Context: an optimization exercise on an open-source flow, tuned for a short achievable clock period and few clock cycles. The choices shown serve that exercise and are no tape-out recipe. The RTL was checked by simulation tests, not by an equivalence proof against the original design. No activity file was given, so power comes from the tool's default toggle rates.

==> flow/design.v (excerpt) <==
module processor (
    input  logic           clock,
    input  logic           reset,
    output cpu_pkg::word_t address_imem,
    input  cpu_pkg::word_t q_imem,
    output cpu_pkg::word_t address_dmem,
    output cpu_pkg::word_t data,
    output logic           wren,
    input  cpu_pkg::word_t q_dmem,
    output logic             ctrl_writeEnable,
    output cpu_pkg::reg_idx_t ctrl_writeReg,
    output cpu_pkg::reg_idx_t ctrl_readRegA,
    output cpu_pkg::reg_idx_t ctrl_readRegB,
    output cpu_pkg::word_t    data_writeReg,
    input  cpu_pkg::word_t    data_readRegA,
    input  cpu_pkg::word_t    data_readRegB
);
For scale: ~3700 cells after synthesis, ~310 flip-flops, about 0.028 mm² of cells after synthesis.
clock: 5.5 ns
lec_check: 0
abc_clock_period_in_ps: 2500
cap_margin: 20
core_margin: 2
core_utilization: 40
setup_slack_margin: 2.5
slew_margin: 20
run.sh (not shown) runs the stock make flow with config.mk's settings and CLKGATE_MAP_FILE= SYNTH_SCRIPT=/design/flow/synth_recipe.tcl, a recipe that flattens the netlist after the stock synthesis.
The first run passed the timing, DRC and antenna checks.
Testbench counts at the start, summed over its fixed seeds: cycles 27,831.
Change:
- PLACE_DENSITY: not set -> 0.75
Effect: Clock-buffer cell count drops by 5. Cell area went down by 2.5%. Global-route usage came out higher by 0.20 points. Die area is unchanged. Total power falls by 3.4%. Wire length rose by 1.9%. Final cell count shrinks by 1.2%.
Change:
- PLACE_DENSITY: 0.75 -> 0.9
Combinational power is about the same. Design area goes down by 0.98%. Clock skew fell by 5.1 ps. Clock-buffer cell count climbs by 6. Global-route usage went down by 0.62 points. Die area does not change. Via count increases by 0.81%. Total power barely changes.
Change:
- PLACE_DENSITY: 0.9 -> not set
- SETUP_SLACK_MARGIN: 2.5 -> 3.0
=> Worst hold slack loses 12 ps; worst setup slack gets better by 160 ps; register-to-register slack gains 160 ps; routed wire length climbs by 2.3%; clock skew is higher by 17 ps; sequential power is about the same; die area stays the same; cell area rises by 15%.

* * *

## rev 12
processor again, from the RTL that the note above started with.
Design processor, start of the top module:
module processor (
    input  logic           clock,
    input  logic           reset,
    output cpu_pkg::word_t address_imem,
    input  cpu_pkg::word_t q_imem,
    output cpu_pkg::word_t address_dmem,
    output cpu_pkg::word_t data,
    output logic           wren,
    input  cpu_pkg::word_t q_dmem,
    output logic             ctrl_writeEnable,
    output cpu_pkg::reg_idx_t ctrl_writeReg,
    output cpu_pkg::reg_idx_t ctrl_readRegA,
    output cpu_pkg::reg_idx_t ctrl_readRegB,
    output cpu_pkg::word_t    data_writeReg,
    input  cpu_pkg::word_t    data_readRegA,
    input  cpu_pkg::word_t    data_readRegB
);
    logic [31:0] pc, pc_q, alt_q;
    logic        rd_q;
    assign pc = rd_q ? alt_q : pc_q;
    logic        e_we;
    logic        e_wev, e_stv, e_brv;
    logic [4:0]  e_dest;
    logic        e_st, e_br, e_bne, e_pred, e_addi, e_dec, e_nz, e_pos, e_neg;
    logic        e_rld, e_rand, e_ror, e_rsll, e_rsra;
    logic [3:0]  e_sh0, e_sh1;
    logic [1:0]  e_sh2;
    logic [31:0] e_a, e_b, e_addr, e_pc1, e_imm;
    logic        e_fa;
    logic        e_rsum, e_cin;
    logic        w_we;
    logic [4:0]  w_dest;
    logic [31:0] w_res;
    logic [31:0] other, res, hs, cy;
    logic [31:0] ins;
    logic [4:0]  op, rd, rs, rt, rb;
    logic        is_r, is_addi, is_lw, is_sw, is_bne, is_blt, is_j, is_jal, is_br, is_mem;
  ...
Settings: LEC_CHECK=0, ABC_CLOCK_PERIOD_IN_PS=2500, CAP_MARGIN=20, CORE_MARGIN=2, CORE_UTILIZATION=40, PLACE_DENSITY=0.75, SETUP_SLACK_MARGIN=2.5, SLEW_MARGIN=20; clock period 5.5 ns.
standard.sh (not shown) runs the stock make flow with config.mk's settings and CLKGATE_MAP_FILE= SYNTH_SCRIPT=/design/flow/synth_recipe.tcl, a recipe that flattens the netlist after the stock synthesis.
==> flow/flow/run.sh <==
#!/bin/bash
# The standard layout, with the port buffers made of buf_4 cells instead of
# the default choice; every tool's output goes to standard.log in this folder.
set -euo pipefail
export BUFFER_PORTS_ARGS="-buffer_cell sky130_fd_sc_hd__buf_4"
bash standard.sh > standard.log 2>&1
The final layout from rev 12, which completed every stage, passed the timing, DRC and antenna checks at the end of the flow.
Testbench counts of rev 12, summed over its fixed seeds: cycles 27,831.
Here is what was changed in the inputs of rev 13 compared with rev 12.
Settings: CORE_UTILIZATION changed from 40 to 55.
==> flow/run.sh (new file) <==
#!/bin/bash
# synth_recipe.tcl (not shown) runs the flow's synth.tcl, then flattens the netlist and writes it again
# the make line also repeats each setting of config.mk as NAME=value (left out here)
make -C /OpenROAD-flow-scripts/flow DESIGN_CONFIG=/design/flow/config.mk WORK_HOME=/design/flow/orfs CLKGATE_MAP_FILE= SYNTH_SCRIPT=/design/flow/synth_recipe.tcl finish
removed: flow/flow/run.sh
removed: flow/standard.sh
Results
Via density per instance (rev 13 / rev 12): 1.07
Number of cells on the critical path delta for rev 13 relative to rev 12: 9 higher
Against rev 12, final cell area excluding filler cells in rev 13 rose by a few percent.
[compare] base=rev 12 new=rev 13: met3 routing resource usage after global routing increased 9.6 points, layout filler cell count decreased about 40%, via count increased about 4%, routed wire length per instance increased about 0.6%.
Number of buffers created by CTS up 1 in rev 13 wrt rev 12
In the flow results for rev 12 and rev 13, the ratio of final minimum period to clock period is smaller on rev 12.

## re-timing with driven ports
No port has a modelled driver above. Below, the same layouts with a new extraction and two added sets of constraints.
Step 1: set_driving_cell puts a clkbuf_16 on clock and a buf_2 on each other input, an assumption about the parent block.
Step 2 times the ports against the registers' clock, not the clock port: input delays grow and output delays shrink by t, the midpoint of the rising clock arrivals with the driver on.
Slacks: ideal ports / drivers / drivers and shift; pairs: ideal ports / drivers.
run	t (ns)	setup WS [ns]	worst register clock-pin slew, ns	worst data-port slew with drivers (ns)
the first run of note 1	0.639	2.281 / 2.281 / 1.708	0.07 / 0.07	0.15
the second run of note 1	0.625	2.380 / 2.365 / 1.780	0.07 / 0.07	0.10
the third run of note 1	0.629	2.121 / 2.121 / 1.604	0.08 / 0.08	0.14
the fourth run of note 1	0.659	2.277 / 2.277 / 1.678	0.07 / 0.07	0.27
rev 12	0.619	2.246 / 2.207 / 1.702	0.07 / 0.07	0.09
rev 13	0.651	2.222 / 2.222 / 1.583	0.07 / 0.07	0.08
After both steps setup and hold are still met in every run listed. The setup slack of rev 13, which loses most, moves by 0.000 ns with the drivers and by -0.639 ns with both steps.
